What follows belongs to an exercise in optimizing a design on an open flow for small area, a short achievable clock period and few clock cycles per item; a production flow would make more cautious choices.

lane 1:
==> flow/design.v <==
`timescale 1ns / 1ps
package adcd_pkg;
  localparam int CHANNELS    = 4;
  localparam int SAMPLE_BITS = 12;
  localparam int CFG_IDX_W = 3;
  localparam logic [CFG_IDX_W-1:0] REG_MIN_BASE = 3'd0;
  localparam logic [CFG_IDX_W-1:0] REG_MAX      = 3'd4;
  localparam logic [CFG_IDX_W-1:0] REG_CENTER   = 3'd5;
  localparam logic [CFG_IDX_W-1:0] REG_DEAD     = 3'd6;
  localparam int MAX_RESET    = 3000;
  localparam int CENTER_RESET = 2048;
  localparam int DEAD_RESET   = 200;
  function automatic int min_reset(input int ch);
    case (ch)
      0, 1:    min_reset = 8;
      2, 3:    min_reset = 7;
      default: min_reset = 0;
    endcase
  endfunction
  localparam int DIV_STEPS = 6;
  localparam logic [DIV_STEPS:0] DIV_REGS = 7'b111_1111;
  localparam bit IN_REG = 1'b1;
  localparam int K_SHARE = 3;
  function automatic int num_regs(input logic [DIV_STEPS:0] m);
    num_regs = 0;
    for (int i = 0; i <= DIV_STEPS; i++) num_regs = num_regs + int'(m[i]);
  endfunction
  localparam int DIV_STAGES  = num_regs(DIV_REGS);
  localparam int PIPE_STAGES = DIV_STAGES + int'(IN_REG);
endpackage
`timescale 1ns / 1ps
module adcd_lane #(
  parameter int SAMPLE_BITS = adcd_pkg::SAMPLE_BITS
) (
  input  logic                    clk_i,
  input  logic                    en_i,
  input  logic [SAMPLE_BITS-1:0]  raw_i,    
  input  logic [SAMPLE_BITS-1:0]  lo_i,
  input  logic [SAMPLE_BITS-1:0]  hi_i,
  output logic [SAMPLE_BITS-1:0]  quo_o     
);
  localparam int SB = SAMPLE_BITS;
  localparam int NSTEP = adcd_pkg::DIV_STEPS;
  localparam logic [NSTEP:0] REGS = adcd_pkg::DIV_REGS;
  localparam int NK = (NSTEP + adcd_pkg::K_SHARE - 1) / adcd_pkg::K_SHARE;
  logic [SB-1:0] dm1;
  logic          span;
  logic [SB-1:0] k1_q;
  logic          span_q;
  logic [SB+1:0] k3;
  assign {span, dm1} = {1'b0, hi_i} + {1'b0, ~lo_i};
  assign k3          = {2'b00, k1_q} + {1'b0, k1_q, 1'b0} + (SB+2)'(2);
  always_ff @(posedge clk_i) begin
    k1_q   <= dm1;
    span_q <= span;
  end
  logic [NK-1:0][SB-1:0] nk1_q;
  logic [NK-1:0][SB+1:0] nk3_q;
  always_ff @(posedge clk_i) begin
    nk1_q[0] <= ~dm1;
    nk3_q[0] <= ~k3;
  end
  for (genvar i = 1; i < NK; i++) begin : g_kc
    always_ff @(posedge clk_i) begin
      nk1_q[i] <= nk1_q[i-1];
      nk3_q[i] <= nk3_q[i-1];
    end
  end
  logic [SB-1:0] d1;
  logic          raw_gt_lo;
  logic          raw_ge_hi;
  logic          zero;
  logic [SB-1:0] rem0, low0;
  assign {raw_gt_lo, d1} = {1'b0, raw_i} + {1'b0, ~lo_i};
  assign raw_ge_hi       = (raw_i >= hi_i);
  assign zero            = !raw_gt_lo || !span_q;
  always_comb begin
    if (zero) begin
      rem0 = '0;
      low0 = '0;
    end else if (raw_ge_hi) begin
      rem0 = k1_q;
      low0 = nk1_q[0];
    end else begin
      rem0 = d1;
      low0 = ~d1;
    end
  end
  logic [NSTEP:0][SB-1:0] rem_c, nq_c;    
  logic [NSTEP:0][SB-1:0] rem_p, nq_p;    
  assign rem_c[0] = rem0;
  assign nq_c[0]  = low0;
  for (genvar j = 0; j <= NSTEP; j++) begin : g_pos
    if (REGS[j]) begin : g_reg
      logic [SB-1:0] nq_r;
      always_ff @(posedge clk_i) begin
        if (en_i) nq_r <= nq_c[j];
      end
      assign nq_p[j] = nq_r;
      if (j < NSTEP) begin : g_rem
        logic [SB-1:0] rem_r;
        always_ff @(posedge clk_i) begin
          if (en_i) rem_r <= rem_c[j];
        end
        assign rem_p[j] = rem_r;
      end else begin : g_norem
        assign rem_p[j] = '0;
      end
    end else begin : g_wire
      assign rem_p[j] = rem_c[j];
      assign nq_p[j]  = nq_c[j];
    end
    if (j < NSTEP) begin : g_step
      logic [SB+1:0] x, s1, s2, s3;
      logic          c1, c2, c3;
      logic [SB-1:0] nk1;
      logic [SB+1:0] nk3;
      logic          h0, h1, h2, h3;
      assign nk1      = nk1_q[j / adcd_pkg::K_SHARE];
      assign nk3      = nk3_q[j / adcd_pkg::K_SHARE];
      assign x        = {rem_p[j], nq_p[j][SB-1:SB-2]};
      assign {c1, s1} = {1'b0, x} + {3'b011, nk1};
      assign {c2, s2} = {1'b0, x} + {2'b01, nk1, 1'b0};
      assign {c3, s3} = {1'b0, x} + {1'b0, nk3};
      assign h3 = c3;
      assign h2 = c2 && !c3;
      assign h1 = c1 && !c2;
      assign h0 = !c1;
      assign rem_c[j+1] = ({SB{h3}} & s3[SB-1:0]) | ({SB{h2}} & s2[SB-1:0]) |
                          ({SB{h1}} & s1[SB-1:0]) | ({SB{h0}} & x[SB-1:0]);
      assign nq_c[j+1] = {nq_p[j][SB-3:0], c2, c3 || (c1 && !c2)};
    end
  end
  assign quo_o = nq_p[NSTEP];
endmodule
`timescale 1ns / 1ps
module adcd_merge #(
  parameter int SAMPLE_BITS = adcd_pkg::SAMPLE_BITS
) (
  input  logic                                           clk_i,
  input  logic                                           rst_ni,
  input  logic [SAMPLE_BITS-1:0]                         center_i,
  input  logic [SAMPLE_BITS-1:0]                         dead_i,
  input  logic                                           valid_i,    
  input  logic [adcd_pkg::CHANNELS-1:0][SAMPLE_BITS-1:0] scaled_i,
  input  logic                                           out_stall_i,
  output logic                                           run_o,
  output logic                                           stall_o,
  output logic                                           out_valid_o,
  output logic [adcd_pkg::CHANNELS-1:0][SAMPLE_BITS-1:0] scaled_o,
  output logic                                           active_o,
  output logic                                           neutral_event_o
);
  localparam int SB = SAMPLE_BITS;
  localparam int CH = adcd_pkg::CHANNELS;
  localparam int W  = CH * SB + 2;
  logic [SB:0]   upper_q;
  logic [SB-1:0] lower_q;
  logic          lower_ok_q;
  always_ff @(posedge clk_i) begin
    upper_q    <= {1'b0, center_i} + {1'b0, dead_i};
    lower_q    <= center_i - dead_i;
    lower_ok_q <= (center_i > dead_i);
  end
  logic [CH-1:0] over;
  for (genvar ch = 0; ch < CH; ch++) begin : g_over
    assign over[ch] = ({1'b0, scaled_i[ch]} > upper_q) ||
                      (lower_ok_q && (scaled_i[ch] < lower_q));
  end
  logic run_q, stall_q, ov_q, sv_q, idle_seen_q;
  logic ov_d, sv_d;
  logic act, evt, inc, pop;
  logic [W-1:0] res, o_q, s_q;
  assign act = |over;
  assign evt = !act && !idle_seen_q;
  assign res = {scaled_i, act, evt};
  assign inc = run_q && valid_i;
  assign pop = ov_q && !out_stall_i;
  always_comb begin
    if (!ov_q) begin
      ov_d = inc;
      sv_d = 1'b0;
    end else if (pop) begin
      ov_d = sv_q || inc;
      sv_d = sv_q && inc;
    end else begin
      ov_d = 1'b1;
      sv_d = sv_q || inc;
    end
  end
  always_ff @(posedge clk_i or negedge rst_ni) begin
    if (!rst_ni) begin
      run_q       <= 1'b1;
      stall_q     <= 1'b0;
      ov_q        <= 1'b0;
      sv_q        <= 1'b0;
      idle_seen_q <= 1'b0;
    end else begin
      run_q   <= !sv_d;
      stall_q <= sv_d;
      ov_q    <= ov_d;
      sv_q    <= sv_d;
      if (inc) idle_seen_q <= !act;
    end
  end
  always_ff @(posedge clk_i) begin
    if (!ov_q || pop) o_q <= (sv_q ? s_q : res);
    if (ov_q && (pop ? sv_q : !sv_q)) s_q <= res;
  end
  assign run_o           = run_q;
  assign stall_o         = stall_q;
  assign out_valid_o     = ov_q;
  assign active_o        = o_q[1];
  assign neutral_event_o = o_q[0];
  for (genvar ch = 0; ch < CH; ch++) begin : g_out
    assign scaled_o[ch] = o_q[2 + ch*SB +: SB];
  end
endmodule
`timescale 1ns / 1ps
module adc_calibrate_deadzone_detect #(
  parameter int SAMPLE_BITS = adcd_pkg::SAMPLE_BITS
) (
  input  logic                           clk_i,
  input  logic                           rst_ni,
  input  logic                           cfg_we_i,
  input  logic [adcd_pkg::CFG_IDX_W-1:0] cfg_idx_i,
  input  logic [SAMPLE_BITS-1:0]         cfg_data_i,
  input  logic                           in_valid_i,
  output logic                           in_stall_o,
  input  logic [SAMPLE_BITS-1:0]         sample_ch0_i,
  input  logic [SAMPLE_BITS-1:0]         sample_ch1_i,
  input  logic [SAMPLE_BITS-1:0]         sample_ch2_i,
  input  logic [SAMPLE_BITS-1:0]         sample_ch3_i,
  output logic                           out_valid_o,
  input  logic                           out_stall_i,
  output logic [SAMPLE_BITS-1:0]         scaled_ch0_o,
  output logic [SAMPLE_BITS-1:0]         scaled_ch1_o,
  output logic [SAMPLE_BITS-1:0]         scaled_ch2_o,
  output logic [SAMPLE_BITS-1:0]         scaled_ch3_o,
  output logic                           active_o,
  output logic                           neutral_event_o
);
  localparam int CH = adcd_pkg::CHANNELS;
  localparam int NS = adcd_pkg::PIPE_STAGES;
  logic [CH-1:0][SAMPLE_BITS-1:0] min_q;
  logic [SAMPLE_BITS-1:0]         max_q;
  logic [SAMPLE_BITS-1:0]         center_q;
  logic [SAMPLE_BITS-1:0]         dead_q;
  for (genvar ch = 0; ch < CH; ch++) begin : g_min
    always_ff @(posedge clk_i or negedge rst_ni) begin
      if (!rst_ni) begin
        min_q[ch] <= SAMPLE_BITS'(adcd_pkg::min_reset(ch));
      end else if (cfg_we_i &&
                   cfg_idx_i == adcd_pkg::REG_MIN_BASE + adcd_pkg::CFG_IDX_W'(ch)) begin
        min_q[ch] <= cfg_data_i;
      end
    end
  end
  always_ff @(posedge clk_i or negedge rst_ni) begin
    if (!rst_ni) begin
      max_q    <= SAMPLE_BITS'(adcd_pkg::MAX_RESET);
      center_q <= SAMPLE_BITS'(adcd_pkg::CENTER_RESET);
      dead_q   <= SAMPLE_BITS'(adcd_pkg::DEAD_RESET);
    end else if (cfg_we_i) begin
      case (cfg_idx_i)
        adcd_pkg::REG_MAX:    max_q    <= cfg_data_i;
        adcd_pkg::REG_CENTER: center_q <= cfg_data_i;
        adcd_pkg::REG_DEAD:   dead_q   <= cfg_data_i;
        default: ;
      endcase
    end
  end
  logic                           run;
  logic [CH-1:0][SAMPLE_BITS-1:0] raw_q;
  logic [NS-1:0]                  valid_q;
  if (adcd_pkg::IN_REG) begin : g_in_reg
    always_ff @(posedge clk_i) begin
      if (run) begin
        raw_q[0] <= sample_ch0_i;
        raw_q[1] <= sample_ch1_i;
        raw_q[2] <= sample_ch2_i;
        raw_q[3] <= sample_ch3_i;
      end
    end
  end else begin : g_in_wire
    assign raw_q[0] = sample_ch0_i;
    assign raw_q[1] = sample_ch1_i;
    assign raw_q[2] = sample_ch2_i;
    assign raw_q[3] = sample_ch3_i;
  end
  always_ff @(posedge clk_i or negedge rst_ni) begin
    if (!rst_ni) begin
      valid_q <= '0;
    end else if (run) begin
      valid_q <= NS'({valid_q, in_valid_i});
    end
  end
  logic [CH-1:0][SAMPLE_BITS-1:0] lane_scaled;
  for (genvar ch = 0; ch < CH; ch++) begin : g_lane
    adcd_lane #(
      .SAMPLE_BITS(SAMPLE_BITS)
    ) u_lane (
      .clk_i (clk_i),
      .en_i  (run),
      .raw_i (raw_q[ch]),
      .lo_i  (min_q[ch]),
      .hi_i  (max_q),
      .quo_o (lane_scaled[ch])
    );
  end
  logic [CH-1:0][SAMPLE_BITS-1:0] out_scaled;
  adcd_merge #(
    .SAMPLE_BITS(SAMPLE_BITS)
  ) u_merge (
    .clk_i          (clk_i),
    .rst_ni         (rst_ni),
    .center_i       (center_q),
    .dead_i         (dead_q),
    .valid_i        (valid_q[NS-1]),
    .scaled_i       (lane_scaled),
    .out_stall_i    (out_stall_i),
    .run_o          (run),
    .stall_o        (in_stall_o),
    .out_valid_o    (out_valid_o),
    .scaled_o       (out_scaled),
    .active_o       (active_o),
    .neutral_event_o(neutral_event_o)
  );
  assign scaled_ch0_o = out_scaled[0];
  assign scaled_ch1_o = out_scaled[1];
  assign scaled_ch2_o = out_scaled[2];
  assign scaled_ch3_o = out_scaled[3];
endmodule
clock: 6.0 ns
lec_check: 0
cap_margin: 20
core_margin: 2
core_utilization: 50
setup_slack_margin: 3.3
slew_margin: 20
tns_end_percent: 10
run.sh (not shown) runs the stock make flow with config.mk's settings and CLKGATE_MAP_FILE= SYNTH_SCRIPT=/design/flow/synth_recipe.tcl, a recipe that flattens the netlist after the stock synthesis.
Lane 1: flow completed, timing, DRC and antenna clean
Modified inputs, lane 2 compared to lane 1
--- a/flow/design.v
+++ b/flow/design.v
@@ -19,8 +19,8 @@
   endfunction
   localparam int DIV_STEPS = 6;
   localparam logic [DIV_STEPS:0] DIV_REGS = 7'b111_1111;
-  localparam bit IN_REG = 1'b1;
-  localparam int K_SHARE = 3;
+  localparam bit IN_REG = 1'b0;
+  localparam int K_SHARE = 6;
   function automatic int num_regs(input logic [DIV_STEPS:0] m);
     num_regs = 0;
     for (int i = 0; i <= DIV_STEPS; i++) num_regs = num_regs + int'(m[i]);
@@ -66,6 +66,18 @@
       nk3_q[i] <= nk3_q[i-1];
     end
   end
+  logic [SB-1:0] k1s;
+  logic          spans;
+  logic [SB-1:0] nk1s;
+  if (adcd_pkg::IN_REG) begin : g_ks_reg
+    assign k1s   = k1_q;
+    assign spans = span_q;
+    assign nk1s  = nk1_q[0];
+  end else begin : g_ks_comb
+    assign k1s   = dm1;
+    assign spans = span;
+    assign nk1s  = ~dm1;
+  end
   logic [SB-1:0] d1;
   logic          raw_gt_lo;
   logic          raw_ge_hi;
@@ -73,14 +85,14 @@
   logic [SB-1:0] rem0, low0;
   assign {raw_gt_lo, d1} = {1'b0, raw_i} + {1'b0, ~lo_i};
   assign raw_ge_hi       = (raw_i >= hi_i);
-  assign zero            = !raw_gt_lo || !span_q;
+  assign zero            = !raw_gt_lo || !spans;
   always_comb begin
     if (zero) begin
       rem0 = '0;
       low0 = '0;
     end else if (raw_ge_hi) begin
-      rem0 = k1_q;
-      low0 = nk1_q[0];
+      rem0 = k1s;
+      low0 = nk1s;
     end else begin
       rem0 = d1;
       low0 = ~d1;
@@ -144,6 +156,7 @@
   input  logic                                           valid_i,    
   input  logic [adcd_pkg::CHANNELS-1:0][SAMPLE_BITS-1:0] scaled_i,
   input  logic                                           out_stall_i,
+  input  logic                                           hold_i,     
   output logic                                           run_o,
   output logic                                           stall_o,
   output logic                                           out_valid_o,
@@ -191,13 +204,13 @@
   always_ff @(posedge clk_i or negedge rst_ni) begin
     if (!rst_ni) begin
       run_q       <= 1'b1;
-      stall_q     <= 1'b0;
+      stall_q     <= 1'b1;
       ov_q        <= 1'b0;
       sv_q        <= 1'b0;
       idle_seen_q <= 1'b0;
     end else begin
       run_q   <= !sv_d;
-      stall_q <= sv_d;
+      stall_q  <= sv_d || hold_i;
       ov_q    <= ov_d;
       sv_q    <= sv_d;
       if (inc) idle_seen_q <= !act;
@@ -292,7 +305,7 @@
     if (!rst_ni) begin
       valid_q <= '0;
     end else if (run) begin
-      valid_q <= NS'({valid_q, in_valid_i});
+      valid_q <= NS'({valid_q, in_valid_i && !in_stall_o});
     end
   end
   logic [CH-1:0][SAMPLE_BITS-1:0] lane_scaled;
@@ -319,6 +332,7 @@
     .valid_i        (valid_q[NS-1]),
     .scaled_i       (lane_scaled),
     .out_stall_i    (out_stall_i),
+    .hold_i         (cfg_we_i && !adcd_pkg::IN_REG),
     .run_o          (run),
     .stall_o        (in_stall_o),
     .out_valid_o    (out_valid_o),
[summary]
In lane 2 relative to lane 1, detail-routed net length per standard cell had gone up slightly.
Diff lane 1 -> lane 2: layout sequential cell count went down, total number of vias went down.
A critical path start-end classification of input port to flop is what lane 2 shows, while flop to flop belongs to lane 1.
Worst hold slack after final layout delta for lane 2 relative to lane 1: 18 ps lower
Max largest driver fanout on the critical path across lane 1 and lane 2: lane 1
Function was not checked in any run of this note: the RTL went through the layout flow alone.

==> afterwards: timing with drivers on the ports <==
The results above use ideal ports. As a check the final layouts listed here were re-extracted and re-timed, cells and wires unchanged. Step 1 (the two cells are an assumption about what drives the block):
set clk [get_ports {clk_i}]
set_driving_cell -lib_cell sky130_fd_sc_hd__clkbuf_16 $clk
set_driving_cell -lib_cell sky130_fd_sc_hd__buf_2 [delete_from_list [all_inputs] $clk]
Step 2 adds t to the input delays and takes it off the output delays; t is the mean of the earliest and latest rising clock arrival at the registers after step 1. Input paths then give back, and output paths get back, about the clock's delay inside the block. Slacks: ideal ports / drivers / drivers and shift; pairs: ideal ports / drivers.
run	t (ns)	setup WS [ns]	hold slack, ns	clock arrival spread, ns	worst register clock-pin slew, ns
lane 1	0.857	2.794 / 2.777 / 2.328	0.401 / 0.373 / 0.401	0.032 / 0.032	0.07 / 0.07
lane 2	0.802	2.927 / 2.947 / 2.178	0.383 / 0.383 / 0.383	0.043 / 0.044	0.07 / 0.07
After both steps every run listed still meets setup and hold. For lane 2, which loses most, drivers alone change the setup slack by +0.020 ns; drivers and shift together by -0.749 ns.
